This is an optimization exercise on Yosys and OpenROAD, whose aim is small area, not a production implementation. Only simulation tests tie the RTL to the original design; equivalence was not proved. The clock port is modelled as an ideal driver; clocking choices that lean on that would not hold on a real chip. No activity file was given, so power comes from the tool's default toggle rates.

==> run a: inputs <==
==> flow/design.v <==
module conv_input_cache (
	input  logic                           clk,
	input  logic                           rst_n,
	input  logic [1:0]                     cmd,
	input  logic [32-1:0]            pixel_in,
	output logic [1:0]                     ack,
	output logic [6-1:0]             rom_addr,
	output logic [(8 - 3 + 1)*32-1:0]  out_window,
	output logic                           out_valid
);
	localparam int PW = 32;
	localparam int ROW_BITS = 8 * 32;
	localparam int WB = (8 - 3 + 1) * 32;
	localparam logic [1:0] M_IDLE = 2'd0;
	localparam logic [1:0] M_PRE = 2'd1;
	localparam logic [1:0] M_SHIFT = 2'd2;
	localparam logic [1:0] M_LOAD = 2'd3;
	logic [1:0] mode;
	logic [3:0] cnt;      
	logic [2:0] tl;       
	logic [2:0] old;      
	logic [2:0] sel;      
	logic bias;
	logic [2:0] ld, rot, en, hd;
	logic idle, shift, rd, row_done, cmd_done;
	logic [1:0] mode_n;
	logic [2:0] old_n, show, turn, ld_n, rot_n;
	assign idle = (mode == M_IDLE);
	assign shift = (mode == M_SHIFT);
	assign rd = mode[0];
	assign row_done = rd && (rom_addr[2:0] == 3'd7);
	always_comb begin
		case (mode)
			M_PRE: cmd_done = row_done && cnt[1];
			M_LOAD: cmd_done = row_done;
			M_SHIFT: cmd_done = cnt[3] && cnt[0];
			default: cmd_done = 1'b0;
		endcase
		mode_n = idle ? cmd : (cmd_done ? M_IDLE : mode);
		old_n = row_done ? {old[1:0], old[2]} : old;
		ld_n = {3{mode_n[0]}} & old_n;
	end
	always_comb begin
		show = ({3{cnt < 4'd3}} & old)
			| ({3{cnt >= 4'd3 && cnt < 4'd6}} & {old[1:0], old[2]})
			| ({3{cnt >= 4'd6 && cnt < 4'd9}} & {old[0], old[2:1]});
		turn[0] = shift && (cnt <= 4'd7);
		turn[1] = (shift && (cnt >= 4'd3)) || (tl == 3'd1);
		turn[2] = (shift && (cnt >= 4'd6)) || ((tl != 3'd0) && (tl <= 3'd4));
		rot_n = ({3{turn[0]}} & old)
			| ({3{turn[1]}} & {old[1:0], old[2]})
			| ({3{turn[2]}} & {old[0], old[2:1]});
	end
	always_ff @(posedge clk or negedge rst_n) begin
		if (!rst_n) begin
			mode <= M_IDLE;
			ack <= 2'd0;
			rom_addr <= '0;
			tl <= 3'd0;
			old <= 3'b001;
			out_valid <= 1'b0;
			ld <= 3'b000;
			rot <= 3'b000;
			en <= 3'b000;
			hd <= 3'b000;
		end else begin
			ack <= cmd_done ? mode : 2'd0;
			mode <= mode_n;
			if (rd)
				rom_addr <= rom_addr + 1'b1;
			if (shift && cmd_done)
				tl <= 3'd1;
			else if (tl != 3'd0)
				tl <= (tl == 3'd5) ? 3'd0 : tl + 1'b1;
			old <= old_n;
			out_valid <= shift;
			ld <= ld_n;
			rot <= rot_n;
			en <= ld_n | rot_n;
			hd <= ~(ld_n | rot_n);
		end
	end
	always_ff @(posedge clk) begin
		if (idle)
			cnt <= 4'd0;
		else if (shift || row_done)
			cnt <= cnt + 1'b1;
		sel <= shift ? show : 3'b000;
		bias <= shift && cmd_done;
	end
	logic [ROW_BITS-1:0] row0, row1, row2;
	function automatic logic [ROW_BITS-1:0] row_next(
		input logic [ROW_BITS-1:0] q,
		input logic [PW-1:0] pix,
		input logic l, r, e, h
	);
		row_next[ROW_BITS-PW-1:0] = ({(ROW_BITS-PW){e}} & q[ROW_BITS-1:PW])
			| ({(ROW_BITS-PW){h}} & q[ROW_BITS-PW-1:0]);
		row_next[ROW_BITS-1:ROW_BITS-PW] = ({PW{l}} & pix)
			| ({PW{r}} & q[PW-1:0])
			| ({PW{h}} & q[ROW_BITS-1:ROW_BITS-PW]);
	endfunction
	always_ff @(posedge clk) begin
		row0 <= row_next(row0, pixel_in, ld[0], rot[0], en[0], hd[0]);
		row1 <= row_next(row1, pixel_in, ld[1], rot[1], en[1], hd[1]);
		row2 <= row_next(row2, pixel_in, ld[2], rot[2], en[2], hd[2]);
	end
	assign out_window = ({WB{sel[0]}} & row0[WB-1:0])
		| ({WB{sel[1]}} & row1[WB-1:0])
		| ({WB{sel[2]}} & row2[WB-1:0])
		| ({WB{bias}} & {(8 - 3 + 1){32'h3F80_0000}});
endmodule
==> flow/flow/run.sh <==
#!/bin/bash
# Standard ORFS layout, with the port buffers made as buf_1 cells and a
# clock tree of clkbuf_16 cells, each driving up to 30 registers, without
# dummy loads.
cd "$(dirname "$0")/.."
export BUFFER_PORTS_ARGS="-buffer_cell sky130_fd_sc_hd__buf_1"
export CTS_ARGS="-sink_clustering_enable -repair_clock_nets -dont_use_dummy_load -buf_list {sky130_fd_sc_hd__clkbuf_16} -sink_clustering_size 30 -sink_clustering_max_diameter 80"
bash standard.sh > standard.log 2>&1
==> flow/standard.sh <==
#!/bin/bash
# synth_recipe.tcl (not shown) runs the flow's synth.tcl, then flattens the netlist and writes it again
# the make line also repeats each setting of config.mk as NAME=value (left out here)
make -C /OpenROAD-flow-scripts/flow DESIGN_CONFIG=/design/flow/config.mk WORK_HOME=/design/flow/orfs CLKGATE_MAP_FILE= SYNTH_SCRIPT=/design/flow/synth_recipe.tcl "${@:-finish}"
==> flow/config.mk <==
export PLATFORM = sky130hd
export DESIGN_NAME = conv_input_cache
export DESIGN_NICKNAME = conv_input_cache
export VERILOG_FILES = /design/flow/design.v
export SDC_FILE = /design/flow/constraint.sdc
export NUM_CORES = 4
export LEC_CHECK = 0
export CAP_MARGIN = 0
export CORE_MARGIN = 2
export CORE_UTILIZATION = 40
export SLEW_MARGIN = 0
==> flow/constraint.sdc <==
create_clock -name core_clock -period 4.0 [get_ports {clk}]
set_input_delay 0.8000 -clock core_clock [delete_from_list [all_inputs] [get_ports {clk}]]
set_output_delay 0.8000 -clock core_clock [all_outputs]
set_load 0.01 [all_outputs]
==> inputs of run b, as changes to run a <==
--- a/flow/design.v
+++ b/flow/design.v
@@ -22,3 +22,3 @@
 	logic [2:0] sel;      
-	logic bias;
+	logic bias;           
 	logic [2:0] ld, rot, en, hd;
@@ -60,3 +60,2 @@
 			old <= 3'b001;
-			out_valid <= 1'b0;
 			ld <= 3'b000;
@@ -75,3 +74,2 @@
 			old <= old_n;
-			out_valid <= shift;
 			ld <= ld_n;
@@ -82,9 +80,13 @@
 	end
-	always_ff @(posedge clk) begin
-		if (idle)
+	always_ff @(posedge clk or negedge rst_n) begin
+		if (!rst_n) begin
 			cnt <= 4'd0;
-		else if (shift || row_done)
-			cnt <= cnt + 1'b1;
-		sel <= shift ? show : 3'b000;
-		bias <= shift && cmd_done;
+			sel <= 3'b000;
+		end else begin
+			if (idle)
+				cnt <= 4'd0;
+			else if (shift || row_done)
+				cnt <= cnt + 1'b1;
+			sel <= shift ? show : 3'b000;
+		end
 	end
@@ -107,2 +109,4 @@
 	end
+	assign bias = (tl == 3'd1);
+	assign out_valid = (sel != 3'b000) || bias;
 	assign out_window = ({WB{sel[0]}} & row0[WB-1:0])
==> flow/flow/run.sh (replaced) <==
#!/bin/bash
# Standard ORFS layout with three changes: the port buffers are buf_1 cells;
# the clock tree's leaf buffers are clkbuf_8 cells, each driving up to 18
# registers, without dummy loads; and after CTS the clock buffers that drive
# other clock buffers are upsized to clkbuf_16, so the leaves see sharp edges,
# and signal cells (first the large buffers on high-fanout nets) are downsized
# where slew, load and setup slack allow.
set -e
cd "$(dirname "$0")/.."
export BUFFER_PORTS_ARGS="-buffer_cell sky130_fd_sc_hd__buf_1"
export CTS_ARGS="-sink_clustering_enable -repair_clock_nets -dont_use_dummy_load -buf_list {sky130_fd_sc_hd__clkbuf_8} -sink_clustering_size 18 -sink_clustering_max_diameter 60"
bash standard.sh cts > standard_cts.log 2>&1
openroad -no_init -exit flow/upsize_tree.tcl > upsize_tree.log 2>&1
bash standard.sh > standard.log 2>&1
==> flow/flow/upsize_tree.tcl (new file) <==
# Upsize the clock buffers that drive other clock buffers to clkbuf_16,
# downsize the large signal buffers that placement put on the high-fanout
# nets, and then every other signal cell, where slew, load and setup slack
# allow, then legalise the placement.
set odb orfs/results/sky130hd/conv_input_cache/base/4_cts.odb
read_db $odb
read_liberty $::env(FLOW_HOME)/platforms/sky130hd/lib/sky130_fd_sc_hd__tt_025C_1v80.lib
set n 0
foreach inst [[ord::get_db_block] getInsts] {
  set m [[$inst getMaster] getName]
  if {![string match "sky130_fd_sc_hd__clkbuf_*" $m]} continue
  set onet [[$inst findITerm X] getNet]
  if {$onet == "NULL"} continue
  set drives_buf 0
  foreach it [$onet getITerms] {
    set mm [[[$it getInst] getMaster] getName]
    if {[string match "sky130_fd_sc_hd__clkbuf_*" $mm] && [$it isInputSignal]} { set drives_buf 1 }
  }
  if {$drives_buf && $m ne "sky130_fd_sc_hd__clkbuf_16"} {
    replace_cell [$inst getName] sky130_fd_sc_hd__clkbuf_16
    incr n
  }
}
puts "upsized $n clock buffers"

read_sdc orfs/results/sky130hd/conv_input_cache/base/4_cts.sdc
source $::env(FLOW_HOME)/platforms/sky130hd/setRC.tcl
set_propagated_clock [all_clocks]
estimate_parasitics -placement
puts "before: slew viol [sta::max_slew_violation_count] cap viol [sta::max_capacitance_violation_count] wns [sta::worst_slack -max]"
# Downsize non-clock buffers where every pin of the driven net keeps a slew
# under 1 ns, no max-slew or max-capacitance limit is broken, and setup slack
# stays above 0.25 ns (placement parasitics).
proc net_ok {inst} {
  set ok 1
  foreach p [get_pins -of_objects [get_cells $inst] -filter "direction==output"] {
    set net [get_nets -of_objects $p]
    foreach q [get_pins -of_objects $net] {
      foreach prop {slew_max_rise slew_max_fall} {
        if {[get_property $q $prop] > 1.0} { set ok 0 }
      }
    }
  }
  return $ok
}
set cands {}
foreach inst [get_cells *] {
  set m [get_property $inst ref_name]
  if {[regexp {^sky130_fd_sc_hd__buf_(6|8|12|16)$} $m]} { lappend cands [get_full_name $inst] }
}
puts "candidates [llength $cands]"
set saved 0
foreach inst $cands {
  set orig [get_property [get_cells $inst] ref_name]
  set done 0
  foreach cand {sky130_fd_sc_hd__buf_4 sky130_fd_sc_hd__buf_6 sky130_fd_sc_hd__buf_8} {
    if {$done} break
    if {$cand eq $orig} break
    replace_cell $inst $cand
    estimate_parasitics -placement
    if {[net_ok $inst] && [sta::max_slew_violation_count] == 0 && [sta::max_capacitance_violation_count] == 0 && [sta::worst_slack -max] > 0.25} {
      puts "$inst $orig -> $cand"
      set done 1
    } else {
      replace_cell $inst $orig
    }
  }
}
estimate_parasitics -placement
puts "after: slew viol [sta::max_slew_violation_count] cap viol [sta::max_capacitance_violation_count] wns [sta::worst_slack -max]"
# Then try smaller drive strengths of the same cell for every other signal
# cell (not clock buffers), with the same checks.
set lib_cells {}
foreach lc [get_lib_cells sky130_fd_sc_hd__tt_025C_1v80/*] { lappend lib_cells [get_name $lc] }
set cands {}
foreach inst [get_cells *] {
  set m [get_property $inst ref_name]
  if {[string match "*clkbuf*" $m] || [string match "*clkinv*" $m]} continue
  if {[regexp {^(sky130_fd_sc_hd__[a-z0-9]+)_([0-9]+)$} $m -> base drive] && $drive > 1} {
    lappend cands [list [get_full_name $inst] $m $base $drive]
  }
}
puts "cell candidates [llength $cands]"
foreach c $cands {
  lassign $c inst orig base drive
  foreach d {0 1 2 4 6 8} {
    if {$d >= $drive} break
    set cand ${base}_$d
    if {[lsearch -exact $lib_cells $cand] < 0} continue
    replace_cell $inst $cand
    estimate_parasitics -placement
    if {[net_ok $inst] && [sta::max_slew_violation_count] == 0 && [sta::max_capacitance_violation_count] == 0 && [sta::worst_slack -max] > 0.25} {
      puts "$inst $orig -> $cand"
      break
    } else {
      replace_cell $inst $orig
    }
  }
}
estimate_parasitics -placement
puts "after cells: slew viol [sta::max_slew_violation_count] cap viol [sta::max_capacitance_violation_count] wns [sta::worst_slack -max]"
detailed_placement
check_placement -verbose
write_db $odb
--- a/flow/config.mk
+++ b/flow/config.mk
@@ -7,5 +7,5 @@
 export LEC_CHECK = 0
-export CAP_MARGIN = 0
+export CAP_MARGIN = 20
 export CORE_MARGIN = 2
 export CORE_UTILIZATION = 40
-export SLEW_MARGIN = 0
+export SLEW_MARGIN = 20
==> summary.txt <==
- Of run a and run b, run a has the higher register-to-register slack (gap 110 ps).
- Between run b and run a, the lower via count is in run b (gap about 0.25%, measured against run a).
- Against run a, the clock power of run b is lower by about 4%.
- Of run b and run a, run b has the higher power (gap about 0.5%, measured against run a).
- Between run b and run a, the lower global-route usage is in run b (gap 0.072 points).
- In run a the sequential cell count is higher than in run b, by 2.
- In run a the cell count is higher than in run b, by 0.73%.
- Of run a and run b, run a has the higher maximum frequency (gap about 13%, measured against run b).
- Between run b and run a, the lower worst setup slack is in run b (gap 450 ps).
- In run a the clock-buffer cell count is lower than in run b, by 21.
==> figures <==
metric	run b	run a
Number of standard cells in the layout, taps in and fillers out	3,415	3,440
Sequential cell count of the final layout	803	805
Gp weighted congestion	0.812	0.824
Routed len/inst	24.0 µm	24.2 µm
Layer with the highest usage	met2	met1
Status	complete, no violations	complete, no violations
Combined global-route utilization of all metal layers	22.0%	22.1%
Overall power consumption	13.3 mW	13.2 mW
Area used by multi-input combinational logic	9690 µm²	9790 µm²
Number of sinks driven by the clock tree	803	805
Clock group total power	3.93 mW	4.11 mW
Multiplexer share of the synthesized area	0.224%	0.188%
Root buf cell	sky130_fd_sc_hd__clkbuf_8	sky130_fd_sc_hd__clkbuf_16
Pin count of the biggest net entering global routing	225	137
Non-CTS buffers	265	272
Nets in the synthesized netlist	2,454	2,497
Fraction of power consumed by combinational cells	7.9%	6.0%
Antenna violations before repair	7	2
Mean instance size in the synthesized netlist	11.6 µm²	11.4 µm²
Floorplan core area	68,800 µm²	68,900 µm²
Via count of the first global-routing pass	20,153	20,073
Post-DP HPWL	48.1 mm	50.4 mm

what the ideal ports hide:
No port has a modelled driver above. Below, the same layouts with a new extraction and two added sets of constraints.
Step 1 sets driving cells, clkbuf_16 on the clock port and buf_2 on the other inputs (assumed; they add their load-dependent delay and slew).
Step 2, shift: input delay + t, output delay - t, t = (earliest + latest rising clock arrival at the registers) / 2. This alone moves slack from input paths to output paths.
Three values: ideal, step 1, step 2; two values: the first two.
run	shift t [ns]	setup WS [ns]	latest minus earliest clock arrival (ns)
run a	0.631	0.692 / 0.630 / 1.262	0.068 / 0.067
run b	0.641	0.246 / 0.182 / 0.823	0.091 / 0.091
After both steps every run listed still meets setup and hold.
